What follows belongs to an exercise in optimizing a design on an open flow for small area and few clock cycles; a production flow would make more cautious choices.
No functional check of the RTL was part of any run shown here.

**config.mk**
```make
export PLATFORM = sky130hd
export DESIGN_NAME = weight_update_engine
export DESIGN_NICKNAME = weight_update_engine
export VERILOG_FILES = /design/flow/design.v
export SDC_FILE = /design/flow/constraint.sdc
export NUM_CORES = 4
export LEC_CHECK = 0
export CAP_MARGIN = 20
export CORE_MARGIN = 2
export CORE_UTILIZATION = 40
export SLEW_MARGIN = 20
export SYNTH_HIERARCHICAL = 1
```
**constraint.sdc**
```tcl
create_clock -name core_clock -period 8.5 [get_ports {i_clk}]
set_input_delay 1.7000 -clock core_clock [delete_from_list [all_inputs] [get_ports {i_clk}]]
set_output_delay 1.7000 -clock core_clock [all_outputs]
set_load 0.01 [all_outputs]
```
**design.v**
```verilog
module weight_update_engine #(
  parameter int unsigned DATA_W = 16,
  parameter int unsigned FRAC_W = 8,
  parameter int unsigned LANES  = 4,
  parameter int unsigned DEPTH  = 64
) (
  input  logic                    i_clk,
  input  logic                    i_rst,
  input  logic                    i_start,
  input  logic                    i_mode,
  input  logic [DATA_W-1:0]       i_lr,
  input  logic                    i_in_valid,
  output logic                    o_in_ready,
  input  logic [LANES*DATA_W-1:0] i_w_old,
  input  logic [LANES*DATA_W-1:0] i_delta,
  output logic                    o_out_valid,
  input  logic                    i_out_ready,
  output logic [LANES*DATA_W-1:0] o_w_new,
  output logic                    o_busy,
  output logic                    o_done
);
  localparam int unsigned BEATS = DEPTH / LANES;
  localparam int unsigned CNT_W = $clog2(BEATS);
  logic                    r_busy;
  logic [CNT_W-1:0]        r_cnt;       
  logic [DATA_W-1:0]       r_lr;
  logic                    r_valid;
  logic [LANES*DATA_W-1:0] r_w_new;
  logic [LANES*DATA_W-1:0] w_w_new;
  logic w_in_fire;
  logic w_out_fire;
  logic w_cnt_last;
  logic w_last;
  assign w_cnt_last  = (r_cnt == CNT_W'(BEATS - 1));
  assign o_busy      = r_busy;
  assign o_in_ready  = r_busy && (!r_valid || (i_out_ready && !w_cnt_last));
  assign w_in_fire   = i_in_valid && o_in_ready;
  assign w_out_fire  = r_valid && i_out_ready;
  assign w_last      = w_out_fire && w_cnt_last;
  assign o_out_valid = r_valid;
  assign o_w_new     = r_w_new;
  assign o_done      = w_last;
  always_ff @(posedge i_clk) begin
    if (i_rst) begin
      r_busy <= 1'b0;
    end else if (!r_busy) begin
      r_busy <= i_start;
    end else if (w_last) begin
      r_busy <= 1'b0;
    end
  end
  always_ff @(posedge i_clk) begin
    if (i_rst) begin
      r_valid <= 1'b0;
    end else if (!r_valid || i_out_ready) begin
      r_valid <= w_in_fire;
    end
  end
  always_ff @(posedge i_clk) begin
    if (w_in_fire) r_w_new <= w_w_new;
  end
  always_ff @(posedge i_clk) begin
    if (!r_busy) begin
      r_cnt <= '0;
      r_lr  <= i_mode ? i_lr : {{(DATA_W-FRAC_W){1'b1}}, {FRAC_W{1'b0}}};
    end else if (w_out_fire) begin
      r_cnt <= r_cnt + CNT_W'(1);
    end
  end
  logic [7:0] w_neg, w_one, w_two;
  logic [16:0] w_lrx;
  assign w_lrx = {r_lr, 1'b0};
  always_comb begin
    for (int k = 0; k < 8; k++) begin
      w_neg[k] = !w_lrx[2*k+2] && (w_lrx[2*k+1] || w_lrx[2*k]);
      w_one[k] = w_lrx[2*k+1] ^ w_lrx[2*k];
      w_two[k] = (w_lrx[2*k+2] && !w_lrx[2*k+1] && !w_lrx[2*k])
              || (!w_lrx[2*k+2] && w_lrx[2*k+1] && w_lrx[2*k]);
    end
  end
  for (genvar g = 0; g < LANES; g++) begin : g_lane
    wue_lane u_lane (
      .d   (i_delta[g*DATA_W +: DATA_W]),
      .w   (i_w_old[g*DATA_W +: DATA_W]),
      .neg (w_neg),
      .one (w_one),
      .two (w_two),
      .r   (w_w_new[g*DATA_W +: DATA_W])
    );
  end
endmodule
module wue_lane (
  input  logic [15:0] d,
  input  logic [15:0] w,
  input  logic [7:0]  neg,
  input  logic [7:0]  one,
  input  logic [7:0]  two,
  output logic [15:0] r
);
  logic [16:0] pp0;
  logic [16:0] pp1;
  logic [16:0] pp2;
  logic [16:0] pp3;
  logic [16:0] pp4;
  logic [16:0] pp5;
  logic [16:0] pp6;
  logic [16:0] pp7;
  logic [16:0] dx;
  assign dx = {d[15], d};
  assign pp0 = (({17{one[0]}} & dx) | ({17{two[0]}} & {dx[15:0], 1'b0})) ^ {17{neg[0]}};
  assign pp1 = (({17{one[1]}} & dx) | ({17{two[1]}} & {dx[15:0], 1'b0})) ^ {17{neg[1]}};
  assign pp2 = (({17{one[2]}} & dx) | ({17{two[2]}} & {dx[15:0], 1'b0})) ^ {17{neg[2]}};
  assign pp3 = (({17{one[3]}} & dx) | ({17{two[3]}} & {dx[15:0], 1'b0})) ^ {17{neg[3]}};
  assign pp4 = (({17{one[4]}} & dx) | ({17{two[4]}} & {dx[15:0], 1'b0})) ^ {17{neg[4]}};
  assign pp5 = (({17{one[5]}} & dx) | ({17{two[5]}} & {dx[15:0], 1'b0})) ^ {17{neg[5]}};
  assign pp6 = (({17{one[6]}} & dx) | ({17{two[6]}} & {dx[15:0], 1'b0})) ^ {17{neg[6]}};
  assign pp7 = (({17{one[7]}} & dx) | ({17{two[7]}} & {dx[15:0], 1'b0})) ^ {17{neg[7]}};
  logic s1;
  logic c2;
  logic s3;
  logic c4;
  logic s5;
  logic c6;
  logic s7;
  logic c8;
  logic s9;
  logic c10;
  logic s11;
  logic c12;
  logic s13;
  logic c14;
  logic s15;
  logic c16;
  logic s17;
  logic c18;
  logic s19;
  logic c20;
  logic s21;
  logic c22;
  logic s23;
  logic c24;
  logic s25;
  logic c26;
  logic s27;
  logic c28;
  logic s29;
  logic c30;
  logic s31;
  logic c32;
  logic s33;
  logic c34;
  logic s35;
  logic c36;
  logic s37;
  logic c38;
  logic s39;
  logic c40;
  logic s41;
  logic c42;
  logic s43;
  logic c44;
  logic s45;
  logic c46;
  logic s47;
  logic c48;
  logic s49;
  logic c50;
  logic s51;
  logic c52;
  logic s53;
  logic c54;
  logic s55;
  logic c56;
  logic s57;
  logic c58;
  logic s59;
  logic c60;
  logic s61;
  logic c62;
  logic s63;
  logic c64;
  logic s65;
  logic c66;
  logic s67;
  logic c68;
  logic s69;
  logic c70;
  logic s71;
  logic c72;
  logic s73;
  logic c74;
  logic s75;
  logic c76;
  logic s77;
  logic c78;
  logic s79;
  logic c80;
  logic s81;
  logic c82;
  logic s83;
  logic c84;
  logic s85;
  logic c86;
  logic s87;
  logic c88;
  logic s89;
  logic c90;
  logic s91;
  logic c92;
  logic s93;
  logic c94;
  logic s95;
  logic c96;
  logic s97;
  logic c98;
  logic s99;
  logic c100;
  logic s101;
  logic c102;
  logic s103;
  logic c104;
  logic s105;
  logic c106;
  logic s107;
  logic c108;
  logic s109;
  logic c110;
  logic s111;
  logic c112;
  logic s113;
  logic c114;
  logic s115;
  logic c116;
  logic s117;
  logic c118;
  logic s119;
  logic c120;
  logic s121;
  logic c122;
  logic s123;
  logic c124;
  logic s125;
  logic c126;
  logic s127;
  logic c128;
  logic s129;
  logic c130;
  logic s131;
  logic c132;
  logic s133;
  logic c134;
  logic s135;
  logic c136;
  logic s137;
  logic c138;
  logic s139;
  logic c140;
  logic s141;
  logic c142;
  logic s143;
  logic c144;
  logic s145;
  logic c146;
  logic s147;
  logic c148;
  logic s149;
  logic c150;
  logic s151;
  logic c152;
  logic s153;
  logic c154;
  logic s155;
  logic c156;
  logic s157;
  logic c158;
  logic s159;
  logic c160;
  logic s161;
  logic c162;
  logic s163;
  logic c164;
  logic s165;
  logic c166;
  logic s167;
  logic c168;
  logic s169;
  logic c170;
  logic s171;
  logic c172;
  logic s173;
  logic c174;
  logic s175;
  logic c176;
  logic s177;
  logic c178;
  logic s179;
  logic c180;
  logic s181;
  logic c182;
  logic s183;
  logic c184;
  logic s185;
  logic c186;
  logic s187;
  logic c188;
  logic s189;
  logic c190;
  logic s191;
  logic c192;
  logic s193;
  logic c194;
  logic s195;
  logic c196;
  logic s197;
  logic c198;
  logic s199;
  logic c200;
  logic s201;
  logic c202;
  logic s203;
  logic c204;
  logic s205;
  logic c206;
  logic s207;
  logic c208;
  logic s209;
  logic c210;
  logic s211;
  logic c212;
  logic s213;
  logic c214;
  logic s215;
  logic c216;
  logic s217;
  logic c218;
  logic s219;
  logic c220;
  logic s221;
  logic c222;
  logic s223;
  logic c224;
  logic s225;
  logic c226;
  logic s227;
  logic c228;
  logic s229;
  logic c230;
  logic s231;
  logic c232;
  logic s233;
  logic c234;
  logic s235;
  logic c236;
  logic s237;
  logic c238;
  logic s239;
  logic c240;
  logic s241;
  logic c242;
  logic s243;
  logic c244;
  logic s245;
  logic c246;
  logic s247;
  logic c248;
  logic s249;
  logic c250;
  logic s251;
  logic c252;
  logic s253;
  logic c254;
  logic s255;
  logic c256;
  logic s257;
  logic c258;
  logic s259;
  logic c260;
  logic s261;
  logic c262;
  logic s263;
  logic c264;
  logic s265;
  logic c266;
  logic s267;
  logic c268;
  logic s269;
  logic c270;
  wue_fa u_fa0 (.a(neg[1]), .b(pp1[0]), .ci(pp0[1]), .s(s1), .co(c2));
  wue_fa u_fa1 (.a(pp1[1]), .b(pp0[2]), .ci(~pp0[3]), .s(s3), .co(c4));
  wue_fa u_fa2 (.a(neg[2]), .b(pp1[2]), .ci(pp2[0]), .s(s5), .co(c6));
  wue_fa u_fa3 (.a(pp0[3]), .b(~pp0[4]), .ci(c4), .s(s7), .co(c8));
  wue_fa u_fa4 (.a(pp1[3]), .b(pp2[1]), .ci(pp0[4]), .s(s9), .co(c10));
  wue_fa u_fa5 (.a(~pp0[5]), .b(c6), .ci(s9), .s(s11), .co(c12));
  wue_fa u_fa6 (.a(neg[3]), .b(pp1[4]), .ci(pp2[2]), .s(s13), .co(c14));
  wue_fa u_fa7 (.a(pp3[0]), .b(pp0[5]), .ci(~pp0[6]), .s(s15), .co(c16));
  wue_fa u_fa8 (.a(c10), .b(s13), .ci(s15), .s(s17), .co(c18));
  wue_fa u_fa9 (.a(pp1[5]), .b(pp2[3]), .ci(pp3[1]), .s(s19), .co(c20));
  wue_fa u_fa10 (.a(pp0[6]), .b(~pp0[7]), .ci(c14), .s(s21), .co(c22));
  wue_fa u_fa11 (.a(c16), .b(s19), .ci(s21), .s(s23), .co(c24));
  wue_fa u_fa12 (.a(neg[4]), .b(w[0]), .ci(pp0[8]), .s(s25), .co(c26));
  wue_fa u_fa13 (.a(pp1[6]), .b(pp2[4]), .ci(pp3[2]), .s(s27), .co(c28));
  wue_fa u_fa14 (.a(pp4[0]), .b(pp0[7]), .ci(c20), .s(s29), .co(c30));
  wue_fa u_fa15 (.a(s25), .b(s27), .ci(c22), .s(s31), .co(c32));
  wue_fa u_fa16 (.a(w[1]), .b(pp0[9]), .ci(pp1[7]), .s(s35), .co(c36));
  wue_fa u_fa17 (.a(pp2[5]), .b(pp3[3]), .ci(pp4[1]), .s(s37), .co(c38));
  wue_fa u_fa18 (.a(c26), .b(c28), .ci(s35), .s(s39), .co(c40));
  wue_fa u_fa19 (.a(s37), .b(c30), .ci(s39), .s(s41), .co(c42));
  wue_fa u_fa20 (.a(neg[5]), .b(w[2]), .ci(pp0[10]), .s(s45), .co(c46));
  wue_fa u_fa21 (.a(pp1[8]), .b(pp2[6]), .ci(pp3[4]), .s(s47), .co(c48));
  wue_fa u_fa22 (.a(pp4[2]), .b(pp5[0]), .ci(c36), .s(s49), .co(c50));
  wue_fa u_fa23 (.a(c38), .b(s45), .ci(s47), .s(s51), .co(c52));
  wue_fa u_fa24 (.a(s49), .b(c40), .ci(s51), .s(s53), .co(c54));
  wue_fa u_fa25 (.a(w[3]), .b(pp0[11]), .ci(pp1[9]), .s(s57), .co(c58));
  wue_fa u_fa26 (.a(pp2[7]), .b(pp3[5]), .ci(pp4[3]), .s(s59), .co(c60));
  wue_fa u_fa27 (.a(pp5[1]), .b(c46), .ci(c48), .s(s61), .co(c62));
  wue_fa u_fa28 (.a(s57), .b(s59), .ci(c50), .s(s63), .co(c64));
  wue_fa u_fa29 (.a(s61), .b(c52), .ci(s63), .s(s65), .co(c66));
  wue_fa u_fa30 (.a(neg[6]), .b(w[4]), .ci(pp0[12]), .s(s69), .co(c70));
  wue_fa u_fa31 (.a(pp1[10]), .b(pp2[8]), .ci(pp3[6]), .s(s71), .co(c72));
  wue_fa u_fa32 (.a(pp4[4]), .b(pp5[2]), .ci(pp6[0]), .s(s73), .co(c74));
  wue_fa u_fa33 (.a(c58), .b(c60), .ci(s69), .s(s75), .co(c76));
  wue_fa u_fa34 (.a(s71), .b(s73), .ci(c62), .s(s77), .co(c78));
  wue_fa u_fa35 (.a(s75), .b(c64), .ci(s77), .s(s79), .co(c80));
  wue_fa u_fa36 (.a(w[5]), .b(pp0[13]), .ci(pp1[11]), .s(s83), .co(c84));
  wue_fa u_fa37 (.a(pp2[9]), .b(pp3[7]), .ci(pp4[5]), .s(s85), .co(c86));
  wue_fa u_fa38 (.a(pp5[3]), .b(pp6[1]), .ci(c70), .s(s87), .co(c88));
  wue_fa u_fa39 (.a(c72), .b(c74), .ci(s83), .s(s89), .co(c90));
  wue_fa u_fa40 (.a(s85), .b(s87), .ci(c76), .s(s91), .co(c92));
  wue_fa u_fa41 (.a(s89), .b(c78), .ci(s91), .s(s93), .co(c94));
  wue_fa u_fa42 (.a(neg[7]), .b(w[6]), .ci(pp0[14]), .s(s97), .co(c98));
  wue_fa u_fa43 (.a(pp1[12]), .b(pp2[10]), .ci(pp3[8]), .s(s99), .co(c100));
  wue_fa u_fa44 (.a(pp4[6]), .b(pp5[4]), .ci(pp6[2]), .s(s101), .co(c102));
  wue_fa u_fa45 (.a(pp7[0]), .b(c84), .ci(c86), .s(s103), .co(c104));
  wue_fa u_fa46 (.a(s97), .b(s99), .ci(s101), .s(s105), .co(c106));
  wue_fa u_fa47 (.a(c88), .b(s103), .ci(c90), .s(s107), .co(c108));
  wue_fa u_fa48 (.a(s105), .b(c92), .ci(s107), .s(s109), .co(c110));
  wue_fa u_fa49 (.a(w[7]), .b(pp0[15]), .ci(pp1[13]), .s(s113), .co(c114));
  wue_fa u_fa50 (.a(pp2[11]), .b(pp3[9]), .ci(pp4[7]), .s(s115), .co(c116));
  wue_fa u_fa51 (.a(pp5[5]), .b(pp6[3]), .ci(pp7[1]), .s(s117), .co(c118));
  wue_fa u_fa52 (.a(c98), .b(c100), .ci(c102), .s(s119), .co(c120));
  wue_fa u_fa53 (.a(s113), .b(s115), .ci(s117), .s(s121), .co(c122));
  wue_fa u_fa54 (.a(c104), .b(s119), .ci(c106), .s(s123), .co(c124));
  wue_fa u_fa55 (.a(s121), .b(c108), .ci(s123), .s(s125), .co(c126));
  wue_fa u_fa56 (.a(w[8]), .b(pp1[14]), .ci(pp2[12]), .s(s129), .co(c130));
  wue_fa u_fa57 (.a(pp3[10]), .b(pp4[8]), .ci(pp5[6]), .s(s131), .co(c132));
  wue_fa u_fa58 (.a(pp6[4]), .b(pp7[2]), .ci(pp0[16]), .s(s133), .co(c134));
  wue_fa u_fa59 (.a(c114), .b(c116), .ci(c118), .s(s135), .co(c136));
  wue_fa u_fa60 (.a(s129), .b(s131), .ci(s133), .s(s137), .co(c138));
  wue_fa u_fa61 (.a(c120), .b(s135), .ci(c122), .s(s139), .co(c140));
  wue_fa u_fa62 (.a(s137), .b(c124), .ci(s139), .s(s141), .co(c142));
  wue_fa u_fa63 (.a(w[9]), .b(pp1[15]), .ci(pp2[13]), .s(s145), .co(c146));
  wue_fa u_fa64 (.a(pp3[11]), .b(pp4[9]), .ci(pp5[7]), .s(s147), .co(c148));
  wue_fa u_fa65 (.a(pp6[5]), .b(pp7[3]), .ci(pp0[16]), .s(s149), .co(c150));
  wue_fa u_fa66 (.a(c130), .b(c132), .ci(c134), .s(s151), .co(c152));
  wue_fa u_fa67 (.a(s145), .b(s147), .ci(s149), .s(s153), .co(c154));
  wue_fa u_fa68 (.a(c136), .b(s151), .ci(c138), .s(s155), .co(c156));
  wue_fa u_fa69 (.a(s153), .b(c140), .ci(s155), .s(s157), .co(c158));
  wue_fa u_fa70 (.a(w[10]), .b(~pp1[16]), .ci(pp2[14]), .s(s161), .co(c162));
  wue_fa u_fa71 (.a(pp3[12]), .b(pp4[10]), .ci(pp5[8]), .s(s163), .co(c164));
  wue_fa u_fa72 (.a(pp6[6]), .b(pp7[4]), .ci(~pp0[16]), .s(s165), .co(c166));
  wue_fa u_fa73 (.a(c146), .b(c148), .ci(c150), .s(s167), .co(c168));
  wue_fa u_fa74 (.a(s161), .b(s163), .ci(s165), .s(s169), .co(c170));
  wue_fa u_fa75 (.a(c152), .b(s167), .ci(c154), .s(s171), .co(c172));
  wue_fa u_fa76 (.a(s169), .b(c156), .ci(s171), .s(s173), .co(c174));
  wue_fa u_fa77 (.a(w[11]), .b(pp3[13]), .ci(pp4[11]), .s(s177), .co(c178));
  wue_fa u_fa78 (.a(pp5[9]), .b(pp6[7]), .ci(pp7[5]), .s(s179), .co(c180));
  wue_fa u_fa79 (.a(~pp2[15]), .b(c162), .ci(c164), .s(s181), .co(c182));
  wue_fa u_fa80 (.a(c166), .b(s177), .ci(s179), .s(s183), .co(c184));
  wue_fa u_fa81 (.a(c168), .b(s181), .ci(c170), .s(s185), .co(c186));
  wue_fa u_fa82 (.a(s183), .b(c172), .ci(s185), .s(s187), .co(c188));
  wue_fa u_fa83 (.a(w[12]), .b(~pp2[16]), .ci(pp3[14]), .s(s191), .co(c192));
  wue_fa u_fa84 (.a(pp4[12]), .b(pp5[10]), .ci(pp6[8]), .s(s193), .co(c194));
  wue_fa u_fa85 (.a(pp7[6]), .b(pp2[15]), .ci(c178), .s(s195), .co(c196));
  wue_fa u_fa86 (.a(c180), .b(s191), .ci(s193), .s(s197), .co(c198));
  wue_fa u_fa87 (.a(c182), .b(s195), .ci(c184), .s(s199), .co(c200));
  wue_fa u_fa88 (.a(s197), .b(c186), .ci(s199), .s(s201), .co(c202));
  wue_fa u_fa89 (.a(w[13]), .b(pp4[13]), .ci(pp5[11]), .s(s205), .co(c206));
  wue_fa u_fa90 (.a(pp6[9]), .b(pp7[7]), .ci(~pp3[15]), .s(s207), .co(c208));
  wue_fa u_fa91 (.a(c192), .b(c194), .ci(s205), .s(s209), .co(c210));
  wue_fa u_fa92 (.a(s207), .b(c196), .ci(c198), .s(s211), .co(c212));
  wue_fa u_fa93 (.a(s209), .b(c200), .ci(s211), .s(s213), .co(c214));
  wue_fa u_fa94 (.a(w[14]), .b(~pp3[16]), .ci(pp4[14]), .s(s217), .co(c218));
  wue_fa u_fa95 (.a(pp5[12]), .b(pp6[10]), .ci(pp7[8]), .s(s219), .co(c220));
  wue_fa u_fa96 (.a(pp3[15]), .b(c206), .ci(c208), .s(s221), .co(c222));
  wue_fa u_fa97 (.a(s217), .b(s219), .ci(s221), .s(s223), .co(c224));
  wue_fa u_fa98 (.a(c210), .b(c212), .ci(s223), .s(s225), .co(c226));
  wue_fa u_fa99 (.a(~w[15]), .b(pp4[15]), .ci(pp5[13]), .s(s229), .co(c230));
  wue_fa u_fa100 (.a(pp6[11]), .b(pp7[9]), .ci(c218), .s(s231), .co(c232));
  wue_fa u_fa101 (.a(c220), .b(s229), .ci(c222), .s(s233), .co(c234));
  wue_fa u_fa102 (.a(s231), .b(c224), .ci(s233), .s(s235), .co(c236));
  wue_fa u_fa103 (.a(~pp4[16]), .b(pp5[14]), .ci(pp6[12]), .s(s239), .co(c240));
  wue_fa u_fa104 (.a(pp7[10]), .b(c230), .ci(s239), .s(s241), .co(c242));
  wue_fa u_fa105 (.a(c232), .b(s241), .ci(c234), .s(s243), .co(c244));
  wue_fa u_fa106 (.a(pp6[13]), .b(pp7[11]), .ci(~pp5[15]), .s(s247), .co(c248));
  wue_fa u_fa107 (.a(c240), .b(s247), .ci(c242), .s(s249), .co(c250));
  wue_fa u_fa108 (.a(~pp5[16]), .b(pp6[14]), .ci(pp7[12]), .s(s253), .co(c254));
  wue_fa u_fa109 (.a(pp5[15]), .b(c248), .ci(s253), .s(s255), .co(c256));
  wue_fa u_fa110 (.a(pp7[13]), .b(~pp6[15]), .ci(c254), .s(s259), .co(c260));
  wue_fa u_fa111 (.a(~pp6[16]), .b(pp7[14]), .ci(pp6[15]), .s(s263), .co(c264));
  wue_ha u_ha0 (.a(s29), .b(c24), .s(s33), .co(c34));
  wue_ha u_ha1 (.a(c32), .b(s41), .s(s43), .co(c44));
  wue_ha u_ha2 (.a(c42), .b(s53), .s(s55), .co(c56));
  wue_ha u_ha3 (.a(c54), .b(c56), .s(s67), .co(c68));
  wue_ha u_ha4 (.a(c66), .b(s79), .s(s81), .co(c82));
  wue_ha u_ha5 (.a(c80), .b(s93), .s(s95), .co(c96));
  wue_ha u_ha6 (.a(c94), .b(s109), .s(s111), .co(c112));
  wue_ha u_ha7 (.a(c110), .b(s125), .s(s127), .co(c128));
  wue_ha u_ha8 (.a(c126), .b(s141), .s(s143), .co(c144));
  wue_ha u_ha9 (.a(c142), .b(s157), .s(s159), .co(c160));
  wue_ha u_ha10 (.a(c158), .b(s173), .s(s175), .co(c176));
  wue_ha u_ha11 (.a(c174), .b(s187), .s(s189), .co(c190));
  wue_ha u_ha12 (.a(c188), .b(s201), .s(s203), .co(c204));
  wue_ha u_ha13 (.a(c202), .b(s213), .s(s215), .co(c216));
  wue_ha u_ha14 (.a(c214), .b(s225), .s(s227), .co(c228));
  wue_ha u_ha15 (.a(c226), .b(s235), .s(s237), .co(c238));
  wue_ha u_ha16 (.a(c236), .b(s243), .s(s245), .co(c246));
  wue_ha u_ha17 (.a(s249), .b(c244), .s(s251), .co(c252));
  wue_ha u_ha18 (.a(s255), .b(c250), .s(s257), .co(c258));
  wue_ha u_ha19 (.a(s259), .b(c256), .s(s261), .co(c262));
  wue_ha u_ha20 (.a(s263), .b(c260), .s(s265), .co(c266));
  wue_ha u_ha21 (.a(~pp7[15]), .b(c264), .s(s267), .co(c268));
  wue_ha u_ha22 (.a(~pp7[16]), .b(pp7[15]), .s(s269), .co(c270));
  logic [31:0] ra, rb;
  assign ra = {c270, c268, c266, c262, c258, c252, c246, c238, c228, c216, c204, c190, c176, c160, c144, c128, c112, c96, c82, c68, s65, c44, c34, s31, c18, c12, c8, s5, c2, ~pp0[2], pp0[0], neg[0]};
  assign rb = {1'b0, s269, s267, s265, s261, s257, s251, s245, s237, s227, s215, s203, s189, s175, s159, s143, s127, s111, s95, s81, s67, s55, s43, s33, s23, s17, s11, s7, s3, s1, ~pp0[1], ~pp0[0]};
  logic [31:0] g, p;
  wue_ha u_pg0 (.a(ra[0]), .b(rb[0]), .s(p[0]), .co(g[0]));
  wue_ha u_pg1 (.a(ra[1]), .b(rb[1]), .s(p[1]), .co(g[1]));
  wue_ha u_pg2 (.a(ra[2]), .b(rb[2]), .s(p[2]), .co(g[2]));
  wue_ha u_pg3 (.a(ra[3]), .b(rb[3]), .s(p[3]), .co(g[3]));
  wue_ha u_pg4 (.a(ra[4]), .b(rb[4]), .s(p[4]), .co(g[4]));
  wue_ha u_pg5 (.a(ra[5]), .b(rb[5]), .s(p[5]), .co(g[5]));
  wue_ha u_pg6 (.a(ra[6]), .b(rb[6]), .s(p[6]), .co(g[6]));
  wue_ha u_pg7 (.a(ra[7]), .b(rb[7]), .s(p[7]), .co(g[7]));
  wue_ha u_pg8 (.a(ra[8]), .b(rb[8]), .s(p[8]), .co(g[8]));
  wue_ha u_pg9 (.a(ra[9]), .b(rb[9]), .s(p[9]), .co(g[9]));
  wue_ha u_pg10 (.a(ra[10]), .b(rb[10]), .s(p[10]), .co(g[10]));
  wue_ha u_pg11 (.a(ra[11]), .b(rb[11]), .s(p[11]), .co(g[11]));
  wue_ha u_pg12 (.a(ra[12]), .b(rb[12]), .s(p[12]), .co(g[12]));
  wue_ha u_pg13 (.a(ra[13]), .b(rb[13]), .s(p[13]), .co(g[13]));
  wue_ha u_pg14 (.a(ra[14]), .b(rb[14]), .s(p[14]), .co(g[14]));
  wue_ha u_pg15 (.a(ra[15]), .b(rb[15]), .s(p[15]), .co(g[15]));
  wue_ha u_pg16 (.a(ra[16]), .b(rb[16]), .s(p[16]), .co(g[16]));
  wue_ha u_pg17 (.a(ra[17]), .b(rb[17]), .s(p[17]), .co(g[17]));
  wue_ha u_pg18 (.a(ra[18]), .b(rb[18]), .s(p[18]), .co(g[18]));
  wue_ha u_pg19 (.a(ra[19]), .b(rb[19]), .s(p[19]), .co(g[19]));
  wue_ha u_pg20 (.a(ra[20]), .b(rb[20]), .s(p[20]), .co(g[20]));
  wue_ha u_pg21 (.a(ra[21]), .b(rb[21]), .s(p[21]), .co(g[21]));
  wue_ha u_pg22 (.a(ra[22]), .b(rb[22]), .s(p[22]), .co(g[22]));
  wue_ha u_pg23 (.a(ra[23]), .b(rb[23]), .s(p[23]), .co(g[23]));
  wue_ha u_pg24 (.a(ra[24]), .b(rb[24]), .s(p[24]), .co(g[24]));
  wue_ha u_pg25 (.a(ra[25]), .b(rb[25]), .s(p[25]), .co(g[25]));
  wue_ha u_pg26 (.a(ra[26]), .b(rb[26]), .s(p[26]), .co(g[26]));
  wue_ha u_pg27 (.a(ra[27]), .b(rb[27]), .s(p[27]), .co(g[27]));
  wue_ha u_pg28 (.a(ra[28]), .b(rb[28]), .s(p[28]), .co(g[28]));
  wue_ha u_pg29 (.a(ra[29]), .b(rb[29]), .s(p[29]), .co(g[29]));
  wue_ha u_pg30 (.a(ra[30]), .b(rb[30]), .s(p[30]), .co(g[30]));
  assign g[31] = 1'b0;
  assign p[31] = ra[31];
  logic gx0_1, px0_1;
  assign gx0_1 = g[1] | (p[1] & g[0]);
  assign px0_1 = p[1] & p[0];
  logic gx0_3, px0_3;
  assign gx0_3 = g[3] | (p[3] & g[2]);
  assign px0_3 = p[3] & p[2];
  logic gx0_5, px0_5;
  assign gx0_5 = g[5] | (p[5] & g[4]);
  assign px0_5 = p[5] & p[4];
  logic gx0_7, px0_7;
  assign gx0_7 = g[7] | (p[7] & g[6]);
  assign px0_7 = p[7] & p[6];
  logic gx0_9, px0_9;
  assign gx0_9 = g[9] | (p[9] & g[8]);
  assign px0_9 = p[9] & p[8];
  logic gx0_11, px0_11;
  assign gx0_11 = g[11] | (p[11] & g[10]);
  assign px0_11 = p[11] & p[10];
  logic gx0_13, px0_13;
  assign gx0_13 = g[13] | (p[13] & g[12]);
  assign px0_13 = p[13] & p[12];
  logic gx0_15, px0_15;
  assign gx0_15 = g[15] | (p[15] & g[14]);
  assign px0_15 = p[15] & p[14];
  logic gx0_17, px0_17;
  assign gx0_17 = g[17] | (p[17] & g[16]);
  assign px0_17 = p[17] & p[16];
  logic gx0_19, px0_19;
  assign gx0_19 = g[19] | (p[19] & g[18]);
  assign px0_19 = p[19] & p[18];
  logic gx0_21, px0_21;
  assign gx0_21 = g[21] | (p[21] & g[20]);
  assign px0_21 = p[21] & p[20];
  logic gx1_2, px1_2;
  assign gx1_2 = g[2] | (p[2] & gx0_1);
  assign px1_2 = p[2] & px0_1;
  logic gx1_3, px1_3;
  assign gx1_3 = gx0_3 | (px0_3 & gx0_1);
  assign px1_3 = px0_3 & px0_1;
  logic gx1_6, px1_6;
  assign gx1_6 = g[6] | (p[6] & gx0_5);
  assign px1_6 = p[6] & px0_5;
  logic gx1_7, px1_7;
  assign gx1_7 = gx0_7 | (px0_7 & gx0_5);
  assign px1_7 = px0_7 & px0_5;
  logic gx1_10, px1_10;
  assign gx1_10 = g[10] | (p[10] & gx0_9);
  assign px1_10 = p[10] & px0_9;
  logic gx1_11, px1_11;
  assign gx1_11 = gx0_11 | (px0_11 & gx0_9);
  assign px1_11 = px0_11 & px0_9;
  logic gx1_14, px1_14;
  assign gx1_14 = g[14] | (p[14] & gx0_13);
  assign px1_14 = p[14] & px0_13;
  logic gx1_15, px1_15;
  assign gx1_15 = gx0_15 | (px0_15 & gx0_13);
  assign px1_15 = px0_15 & px0_13;
  logic gx1_18, px1_18;
  assign gx1_18 = g[18] | (p[18] & gx0_17);
  assign px1_18 = p[18] & px0_17;
  logic gx1_19, px1_19;
  assign gx1_19 = gx0_19 | (px0_19 & gx0_17);
  assign px1_19 = px0_19 & px0_17;
  logic gx1_22, px1_22;
  assign gx1_22 = g[22] | (p[22] & gx0_21);
  assign px1_22 = p[22] & px0_21;
  logic gx2_4, px2_4;
  assign gx2_4 = g[4] | (p[4] & gx1_3);
  assign px2_4 = p[4] & px1_3;
  logic gx2_5, px2_5;
  assign gx2_5 = gx0_5 | (px0_5 & gx1_3);
  assign px2_5 = px0_5 & px1_3;
  logic gx2_6, px2_6;
  assign gx2_6 = gx1_6 | (px1_6 & gx1_3);
  assign px2_6 = px1_6 & px1_3;
  logic gx2_7, px2_7;
  assign gx2_7 = gx1_7 | (px1_7 & gx1_3);
  assign px2_7 = px1_7 & px1_3;
  logic gx2_12, px2_12;
  assign gx2_12 = g[12] | (p[12] & gx1_11);
  assign px2_12 = p[12] & px1_11;
  logic gx2_13, px2_13;
  assign gx2_13 = gx0_13 | (px0_13 & gx1_11);
  assign px2_13 = px0_13 & px1_11;
  logic gx2_14, px2_14;
  assign gx2_14 = gx1_14 | (px1_14 & gx1_11);
  assign px2_14 = px1_14 & px1_11;
  logic gx2_15, px2_15;
  assign gx2_15 = gx1_15 | (px1_15 & gx1_11);
  assign px2_15 = px1_15 & px1_11;
  logic gx2_20, px2_20;
  assign gx2_20 = g[20] | (p[20] & gx1_19);
  assign px2_20 = p[20] & px1_19;
  logic gx2_21, px2_21;
  assign gx2_21 = gx0_21 | (px0_21 & gx1_19);
  assign px2_21 = px0_21 & px1_19;
  logic gx2_22, px2_22;
  assign gx2_22 = gx1_22 | (px1_22 & gx1_19);
  assign px2_22 = px1_22 & px1_19;
  logic gx3_8, px3_8;
  assign gx3_8 = g[8] | (p[8] & gx2_7);
  assign px3_8 = p[8] & px2_7;
  logic gx3_9, px3_9;
  assign gx3_9 = gx0_9 | (px0_9 & gx2_7);
  assign px3_9 = px0_9 & px2_7;
  logic gx3_10, px3_10;
  assign gx3_10 = gx1_10 | (px1_10 & gx2_7);
  assign px3_10 = px1_10 & px2_7;
  logic gx3_11, px3_11;
  assign gx3_11 = gx1_11 | (px1_11 & gx2_7);
  assign px3_11 = px1_11 & px2_7;
  logic gx3_12, px3_12;
  assign gx3_12 = gx2_12 | (px2_12 & gx2_7);
  assign px3_12 = px2_12 & px2_7;
  logic gx3_13, px3_13;
  assign gx3_13 = gx2_13 | (px2_13 & gx2_7);
  assign px3_13 = px2_13 & px2_7;
  logic gx3_14, px3_14;
  assign gx3_14 = gx2_14 | (px2_14 & gx2_7);
  assign px3_14 = px2_14 & px2_7;
  logic gx3_15, px3_15;
  assign gx3_15 = gx2_15 | (px2_15 & gx2_7);
  assign px3_15 = px2_15 & px2_7;
  logic gx4_16, px4_16;
  assign gx4_16 = g[16] | (p[16] & gx3_15);
  assign px4_16 = p[16] & px3_15;
  logic gx4_17, px4_17;
  assign gx4_17 = gx0_17 | (px0_17 & gx3_15);
  assign px4_17 = px0_17 & px3_15;
  logic gx4_18, px4_18;
  assign gx4_18 = gx1_18 | (px1_18 & gx3_15);
  assign px4_18 = px1_18 & px3_15;
  logic gx4_19, px4_19;
  assign gx4_19 = gx1_19 | (px1_19 & gx3_15);
  assign px4_19 = px1_19 & px3_15;
  logic gx4_20, px4_20;
  assign gx4_20 = gx2_20 | (px2_20 & gx3_15);
  assign px4_20 = px2_20 & px3_15;
  logic gx4_21, px4_21;
  assign gx4_21 = gx2_21 | (px2_21 & gx3_15);
  assign px4_21 = px2_21 & px3_15;
  logic gx4_22, px4_22;
  assign gx4_22 = gx2_22 | (px2_22 & gx3_15);
  assign px4_22 = px2_22 & px3_15;
  logic [23:8] c;
  assign c[8] = gx2_7;
  assign c[9] = gx3_8;
  assign c[10] = gx3_9;
  assign c[11] = gx3_10;
  assign c[12] = gx3_11;
  assign c[13] = gx3_12;
  assign c[14] = gx3_13;
  assign c[15] = gx3_14;
  assign c[16] = gx3_15;
  assign c[17] = gx4_16;
  assign c[18] = gx4_17;
  assign c[19] = gx4_18;
  assign c[20] = gx4_19;
  assign c[21] = gx4_20;
  assign c[22] = gx4_21;
  assign c[23] = gx4_22;
  logic [8:0] t0, t1;    
  logic [8:0] tc0, tc1;
  localparam logic [8:0] KT = 9'h100;
  logic gy0_1, py0_1;
  assign gy0_1 = g[24] | (p[24] & g[23]);
  assign py0_1 = p[24] & p[23];
  logic gy0_3, py0_3;
  assign gy0_3 = g[26] | (p[26] & g[25]);
  assign py0_3 = p[26] & p[25];
  logic gy0_5, py0_5;
  assign gy0_5 = g[28] | (p[28] & g[27]);
  assign py0_5 = p[28] & p[27];
  logic gy0_7, py0_7;
  assign gy0_7 = g[30] | (p[30] & g[29]);
  assign py0_7 = p[30] & p[29];
  logic gy1_2, py1_2;
  assign gy1_2 = g[25] | (p[25] & gy0_1);
  assign py1_2 = p[25] & py0_1;
  logic gy1_3, py1_3;
  assign gy1_3 = gy0_3 | (py0_3 & gy0_1);
  assign py1_3 = py0_3 & py0_1;
  logic gy1_6, py1_6;
  assign gy1_6 = g[29] | (p[29] & gy0_5);
  assign py1_6 = p[29] & py0_5;
  logic gy1_7, py1_7;
  assign gy1_7 = gy0_7 | (py0_7 & gy0_5);
  assign py1_7 = py0_7 & py0_5;
  logic gy2_4, py2_4;
  assign gy2_4 = g[27] | (p[27] & gy1_3);
  assign py2_4 = p[27] & py1_3;
  logic gy2_5, py2_5;
  assign gy2_5 = gy0_5 | (py0_5 & gy1_3);
  assign py2_5 = py0_5 & py1_3;
  logic gy2_6, py2_6;
  assign gy2_6 = gy1_6 | (py1_6 & gy1_3);
  assign py2_6 = py1_6 & py1_3;
  logic gy2_7, py2_7;
  assign gy2_7 = gy1_7 | (py1_7 & gy1_3);
  assign py2_7 = py1_7 & py1_3;
  assign tc0[0] = 1'b0;
  assign tc1[0] = 1'b1;
  assign tc0[1] = g[23];
  assign tc1[1] = g[23] | p[23];
  assign tc0[2] = gy0_1;
  assign tc1[2] = gy0_1 | py0_1;
  assign tc0[3] = gy1_2;
  assign tc1[3] = gy1_2 | py1_2;
  assign tc0[4] = gy1_3;
  assign tc1[4] = gy1_3 | py1_3;
  assign tc0[5] = gy2_4;
  assign tc1[5] = gy2_4 | py2_4;
  assign tc0[6] = gy2_5;
  assign tc1[6] = gy2_5 | py2_5;
  assign tc0[7] = gy2_6;
  assign tc1[7] = gy2_6 | py2_6;
  assign tc0[8] = gy2_7;
  assign tc1[8] = gy2_7 | py2_7;
  assign t0 = p[31:23] ^ tc0 ^ KT;
  assign t1 = p[31:23] ^ tc1 ^ KT;
  logic ovf0, ovf1, ovf, sgn;
  assign ovf0 = (t0 != 9'h000) && (t0 != 9'h1ff);
  assign ovf1 = (t1 != 9'h000) && (t1 != 9'h1ff);
  assign ovf  = c[23] ? ovf1 : ovf0;
  assign sgn  = c[23] ? t1[8] : t0[8];
  always_comb begin
    if (ovf)
      r = sgn ? 16'h8000 : 16'h7fff;
    else
      r = p[23:8] ^ c[23:8];
  end
endmodule
module wue_ha (
  input  logic a,
  input  logic b,
  output logic s,
  output logic co
);
  assign s  = a ^ b;
  assign co = a & b;
endmodule
module wue_fa (
  input  logic a,
  input  logic b,
  input  logic ci,
  output logic s,
  output logic co
);
  assign s  = a ^ b ^ ci;
  assign co = (a & b) | (a & ci) | (b & ci);
endmodule
```
**flow/run.sh**
```bash
#!/bin/bash
# Standard layout, with the port buffers made from plain buffers instead of delay cells.
set -euo pipefail
bash standard.sh "BUFFER_PORTS_ARGS=-buffer_cell sky130_fd_sc_hd__buf_1" finish > standard.log 2>&1
```
**standard.sh**
```bash
#!/bin/bash
# synth_recipe.tcl (not shown) runs the flow's synth.tcl, then flattens the netlist and writes it again
# the make line also repeats each setting of config.mk as NAME=value (left out here)
make -C /OpenROAD-flow-scripts/flow DESIGN_CONFIG=/design/flow/config.mk WORK_HOME=/design/flow/orfs CLKGATE_MAP_FILE= SYNTH_SCRIPT=/design/flow/synth_recipe.tcl "${@:-finish}"
```
==> summary.txt, run 1 <==
top cells by area, synth fa_1, xnor2_1, a22oi_1; area grow syn2layout 9.23%; min Tclk post-route 7.40 ns; CP peak stage delay 0.77 ns; Clock Sink Count 86; synth warn 8; status finished clean; Initial Utilization 0.406; gr ovfl total 0; commonest non-fill, non-tap cell in the layout xnor2_1; Fin Hold WS 0.493 ns; GPL Wtd Cong 0.882; final setup fails 0; Clk pin slew, worst setup/hold paths 0.08 ns; number of port buffers 217; CTS resizes 0; CP arrival 7.66 ns; most area-hungry cell type in the Yosys netlist fa_1; crit share post-route 0.871; register area share after synthesis 0.0883; row cnt 97; initial antenna violation count 6; Seq cells post-synth 86; crit path capture type flip-flop; Post-Synthesis Cells 2847; top_reg_cell synth edfxtp_1; Critical Path RT 8.76 ns; Total GRT Usage 0.239; critical path cell sequence buf_1 -> a22oi_1 -> xnor2_1 -> fa_1 -> fa_1 -> fa_1 -> fa_1 -> ha_1 -> ha_1 -> a21o_1 -> a21o_1 -> a2111o_1 -> and3_1 -> a311o_1 -> mux2i_1 -> nor2b_1 -> a21o_1; die area 73600 sq um; CTS tree built; vias in the first global route 24396; Worst Skew 0.0228 ns; distinct cell type count of the synthesized netlist 49; Vias 23084; DRC Markers 0; Die Y 271 um; placed inst area 30900 sq um; final hold vios 0; DRT Pass-1 Iters 6; Design Area, Final 31200 sq um; slew margin rel. 0.312; clock root buffer clkbuf_16; pin count of the biggest net entering global routing 65; Post-CTS Setup Bufs 0; EDFF count, synth 80; Die W 271 um; Max Freq 135 MHz; Wirelength per Cell 22.8 um; H-tree Lvls 3; final wirelength 88300 um; synthesized area 28600 sq um; most frequent cells in the layout xnor2_1, a22oi_1, fa_1; critical path fanouts, max 15; Vias per Instance 5.97; nets 3765; Min-Delay Path Class reg2reg; Yosys top cell area share 0.314; most frequent cell on the critical path fa_1; Worst setup SP type input port; 1st-iter DRT viols 2132; HPWL Detailed 67900 um; hold buffers post-CTS 0; Worst Tran Pin Value 1.03 ns; Clk Latency, worst-skew pair 0.40 ns; post-route ant nets 0; CTS Buffer Depth 2; critical path class in2reg; IO Count 218; post-layout util 0.443; FILL cells 6740; CP max-delay cell nor2b_1; Post-synth ARST share 0; Final Max Tran Viols 0; RSZ-0062 raised after global routing false; CORE AREA 70400 sq um; layout cells sized above 1 0.0690; Setup TNS 0 ns; global-route wire length before repair 138000 um; Post-Syn Nets 3689; CTS Buf Count 9; syn avg cell area 10.0 sq um; Max Cap Viol 0
-- through the flow --
stage,setup WS (ns),std cells
after global routing,0.759,3869
final,1.10,3869
after floorplan,1.39,2847
after detailed placement,0.733,3852
after global placement,0.805,3852
after CTS,1.14,3867
-- kinds of logic (layout without fill, tap and decap cells) --
family,count (synthesis),after routing,share of synthesized area
compound gates,753,753,0.192
fa+ha+maj,692,692,0.421
xor+xnor,630,630,0.193
other cells,0,2,0
mux,8,8,0.00280
flops,86,86,0.0883
simple gates,286,286,0.0490
buf+inv,392,472,0.0536
-- final timing paths --
check,slack [ns],from,cells past startpoint,to
max,1.10,i_delta[56],17,r_w_new[49]
min,0.49,r_cnt[1],2,r_cnt[1]
min reg2reg,0.49,r_cnt[1],2,r_cnt[1]
max reg2reg,1.19,r_lr[7],19,r_w_new[3]
-- registers in the layout (all words and copies together), names as in the netlist --
signal / count
r_busy: 1
r_cnt: 4
r_lr: 16
r_w_new: 64
r_valid: 1
-- cell usage after synthesis, types with 5 or more instances --
library cell  count
a22oi_1         480
fa_1            448
nor2_1           62
dfxtp_1           6
nand2_1          85
inv_1            95
o21a_1           12
or2_2             8
nor2b_1           5
nand3_1          27
clkbuf_1        261
mux2i_1           8
buf_1            28
a21boi_0          5
o21ai_0          52
o21bai_1         12
xnor2_1         556
nand4_1          20
a21o_1           80
and2_1            8
a21oi_1          42
buf_6             8
nor3_1           20
o211ai_1          8
a211oi_1          6
o2111ai_1         8
and4_1           12
a211o_1           8
nand2b_1          8
and3_1            8
ha_1            244
nor4_1           12
xor2_1           74
edfxtp_1         80
-- modules after synthesis (local to each module, per instance) --
module	times used	area, sq um
weight_update_engine	1	3040
wue_fa	448	20.0
wue_ha	216	12.5
wue_lane	4	3460
-- layout make-up --
type	instances	area, sq um	area share
sequential	86	2520	0.0808
multi-input combinational	2369	24700	0.791
timing repair buffer	362	2170	0.0694
antenna	2	5.00	0.000160
inverter	95	357	0.0114
tap	940	1180	0.0377
clock buffer	10	229	0.00734
clock inverter	5	61.3	0.00196
-- worst max-delay path: cells and delay by family --
family,cells,cell delay [ns]
AND/OR/NAND/NOR,2,0.94
AO/OA/AOI/OAI,6,1.59
adder cells (fa/ha/maj),6,2.54
XOR/XNOR,1,0.20
buffers and inverters,1,0.54
multiplexers,1,0.14
-- layer usage --
metal / routed length [um] / track usage / part of all wire
met5: 50 / 0 / 0.00057
met4: 2370 / 0.0771 / 0.027
met3: 6960 / 0.0392 / 0.079
met2: 41600 / 0.391 / 0.47
met1: 37300 / 0.322 / 0.42
==> run 2: changes to the inputs <==
--- a/config.mk
+++ b/config.mk
@@ -8,5 +8,6 @@
 export CAP_MARGIN = 20
 export CORE_MARGIN = 2
 export CORE_UTILIZATION = 40
+export GPL_TIMING_DRIVEN = 0
 export SLEW_MARGIN = 20
 export SYNTH_HIERARCHICAL = 1
==> summary.txt, run 2 <==
most frequent cells in the layout xnor2_1, a22oi_1, fa_1; CTS Buffer Depth 2 (unchanged); synth warn 8 (unchanged); Post-CTS Setup Bufs 0 (unchanged); most frequent cell on the critical path fa_1; Worst setup SP type flip-flop; pre-CTS setup slack 0.259 ns (-0.474 ns); Die Y 271 um (unchanged); Met2 Wirelength 40500 um (-2.8%); gr ovfl total 0 (unchanged); DRC Markers 0 (unchanged); area grow syn2layout 8.77%; register area share after synthesis 0.0883 (unchanged); number of port buffers 157 (-28%); FILL cells 6975 (+3.5%); multi-input logic area 24600 sq um (-0.20%); Final Max Tran Viols 0 (unchanged); HPWL Detailed 71100 um (+4.6%); Setup TNS 0 ns (unchanged); H-tree Lvls 3 (unchanged); Worst Path Buf+Inv 4 (+3); final hold vios 0 (unchanged); top_reg_cell synth edfxtp_1; CTS tree built; CTS Buf Count 9 (unchanged); top cells by area, synth fa_1, xnor2_1, a22oi_1; largest registers r_w_new (64), r_lr (16), r_cnt (4); Die W 271 um (unchanged); placed inst area 30700 sq um (-0.55%); row cnt 97 (unchanged); pin count of the biggest net entering global routing 29 (-55%); die area 73600 sq um (unchanged); CP peak stage delay 0.65 ns (-0.12 ns); hold buffers post-CTS 0 (unchanged); distinct cell type count of the synthesized netlist 49 (unchanged); commonest non-fill, non-tap cell in the layout xnor2_1; Critical Path RT 8.77 ns (about the same); Final WS setup 0.382 ns (-0.715 ns); Yosys top cell area share 0.314 (unchanged); CP delay by family, top adder cells; critical path fanouts, max 10 (-5); Wirelength per Cell 22.1 um (-3.2%); top-count cell post-synth xnor2_1; Max Cap Viol 0 (unchanged); Clock Sink Count 86 (unchanged); Total GRT Usage 0.238 (-0.000820); syn avg cell area 10.0 sq um (unchanged); clock root buffer clkbuf_16; Vias per Instance 5.79 (-2.9%); critical path class reg2reg; most area-hungry cell type in the Yosys netlist fa_1; EDFF count, synth 80 (unchanged); RSZ-0062 raised after global routing false; status finished clean; Biggest register r_w_new; Post-synth ARST share 0 (unchanged); Seq cells post-synth 86 (unchanged); CP max-delay cell buf_1; final wirelength 87900 um (-0.45%); crit share post-route 0.955 (+0.0842); Vias 23050 (-0.15%); critical path cell sequence inv_1 -> ha_1 -> nor2_2 -> clkbuf_1 -> buf_1 -> xnor2_1 -> fa_1 -> fa_1 -> fa_1 -> fa_1 -> ha_1 -> ha_1 -> a21o_1 -> a21o_1 -> a2111o_1 -> and3_1 -> a311o_1 -> mux2i_1 -> nor2b_1 -> buf_6 -> a21o_1; Post-Syn Nets 3689 (unchanged); Design Area, Final 31100 sq um (-0.42%); Worst Tran Pin Value 0.907 ns (-0.126 ns); crit path capture type flip-flop; Initial Utilization 0.406 (unchanged); slew margin rel. 0.395 (+0.0831); global-route wire length before repair 137000 um (-1.2%); initial antenna violation count 18 (+12); nets 3870 (+2.8%); min Tclk post-route 8.12 ns (+0.715 ns); post-layout util 0.441 (-0.00187); IO Count 218 (unchanged); most frequent cells after synthesis xnor2_1, a22oi_1, fa_1; final setup fails 0 (unchanged); GPL Wtd Cong 0.947 (+7.4%); Min-Delay Path Class reg2reg; CORE AREA 70400 sq um (unchanged); top sig layer met5; Sequential Area 2520 sq um (unchanged); routed wl met3 7160 um (+2.8%); Clk Latency, worst-skew pair 0.41 ns (about the same); Max Freq 123 MHz (-8.8%); synthesized area 28600 sq um (unchanged); CP arrival 8.38 ns (+0.72 ns); layout cells sized above 1 0.0244 (-0.0446); Clk pin slew, worst setup/hold paths 0.09 ns (about the same); WL met1 37600 um (+0.87%); vias in the first global route 23311 (-4.4%); DRT Pass-1 Iters 6 (unchanged); post-route ant nets 0 (unchanged); Post-Synthesis Cells 2847 (unchanged); CTS resizes 0 (unchanged); number of flip-flops in the largest register 64 (unchanged); Worst Skew 0.0213 ns (-0.00146 ns); 1st-iter DRT viols 2462 (+15%)
[run 2: cell counts after synthesis]
Identical to the previous run, type by type.
[run 2: cell families after synthesis]
| family | count (synthesis) | share of synthesized area |
|---|---|---|
| AOI/OAI and AO/OA | 753 | 0.192 |
| adders and majority gates | 692 | 0.421 |
| xor gates and xnor gates | 630 | 0.193 |
| buffers and inverters | 392 | 0.0536 |
| and+or+nand+nor | 286 | 0.0490 |
| DFF | 86 | 0.0883 |
| muxes | 8 | 0.00280 |
[run 2: path summary, 6_finish.rpt]
kind | from | to | slack, ns | cells past startpoint
max | r_lr[5] | r_w_new[48] | 0.38 | 21
min | r_cnt[1] | r_cnt[1] | 0.48 | 2
max reg2reg | r_lr[5] | r_w_new[48] | 0.38 | 21
min reg2reg | r_cnt[1] | r_cnt[1] | 0.48 | 2
[run 2: per-layer routing]
metal	vias up	track usage
met5	-	0
met4	20	0.0710
met3	174	0.0470
met2	1037	0.376
met1	11437	0.330
li1	10382	-
[run 2: tightest hold or removal path, stage by stage, from the launching register on]
cell and delay [ns]:
dfxtp_1 0.33, nand2_1 0.05, a21oi_1 0.05
[run 2: final cells by class]
class / instances / share of cell area
Antenna cell: 7 / 0.000564
Buffer: 297 / 0.0380
Clock buffer: 10 / 0.00737
Clock inverter: 5 / 0.00270
Inverter: 95 / 0.0115
Multi-Input combinational cell: 2369 / 0.793
Sequential cell: 86 / 0.0812
Tap cell: 940 / 0.0378
Timing Repair Buffer: 170 / 0.0280
[run 2: stage by stage]
stage | hold slack [ns] | std cells
after detailed placement | 0.468 | 3957
after CTS | 0.481 | 3972
after global routing | 0.516 | 3976
after floorplan | 0.453 | 2847
final | 0.480 | 3979
after global placement | 0.471 | 3944
[run 2: per-module statistics from Yosys (local to each module, per instance)]
module                flip-flops and latches  cells
wue_ha                                     0      1
wue_lane                                   0    501
wue_fa                                     0      1
weight_update_engine                      86    179

[afterwards: timing with drivers on the ports]
The flow's constraints put no driver on any port. The routed layouts listed below were extracted and timed again, unchanged, in two steps.
Step 1: set_driving_cell puts a clkbuf_16 on i_clk and a buf_2 on each other input, an assumption about the parent block.
Step 2 times the ports against the registers' clock, not the clock port: input delays grow and output delays shrink by t, the midpoint of the rising clock arrivals with the driver on.
a / b / c = ideal ports / drivers / drivers and shift; a / b = the first two.
run	t (ns)	setup WS [ns]	worst register clock-pin slew, ns	worst data-port slew with drivers (ns)	cell pins on the clock port's net
run 1	0.460	1.097 / 1.136 / 0.676	0.09 / 0.09	0.11	1
run 2	0.463	0.382 / 0.382 / 0.230	0.09 / 0.09	0.10	1
After both steps setup and hold are still met in every run listed. The setup slack of run 1, which loses most, moves by +0.039 ns with the drivers and by -0.421 ns with both steps.
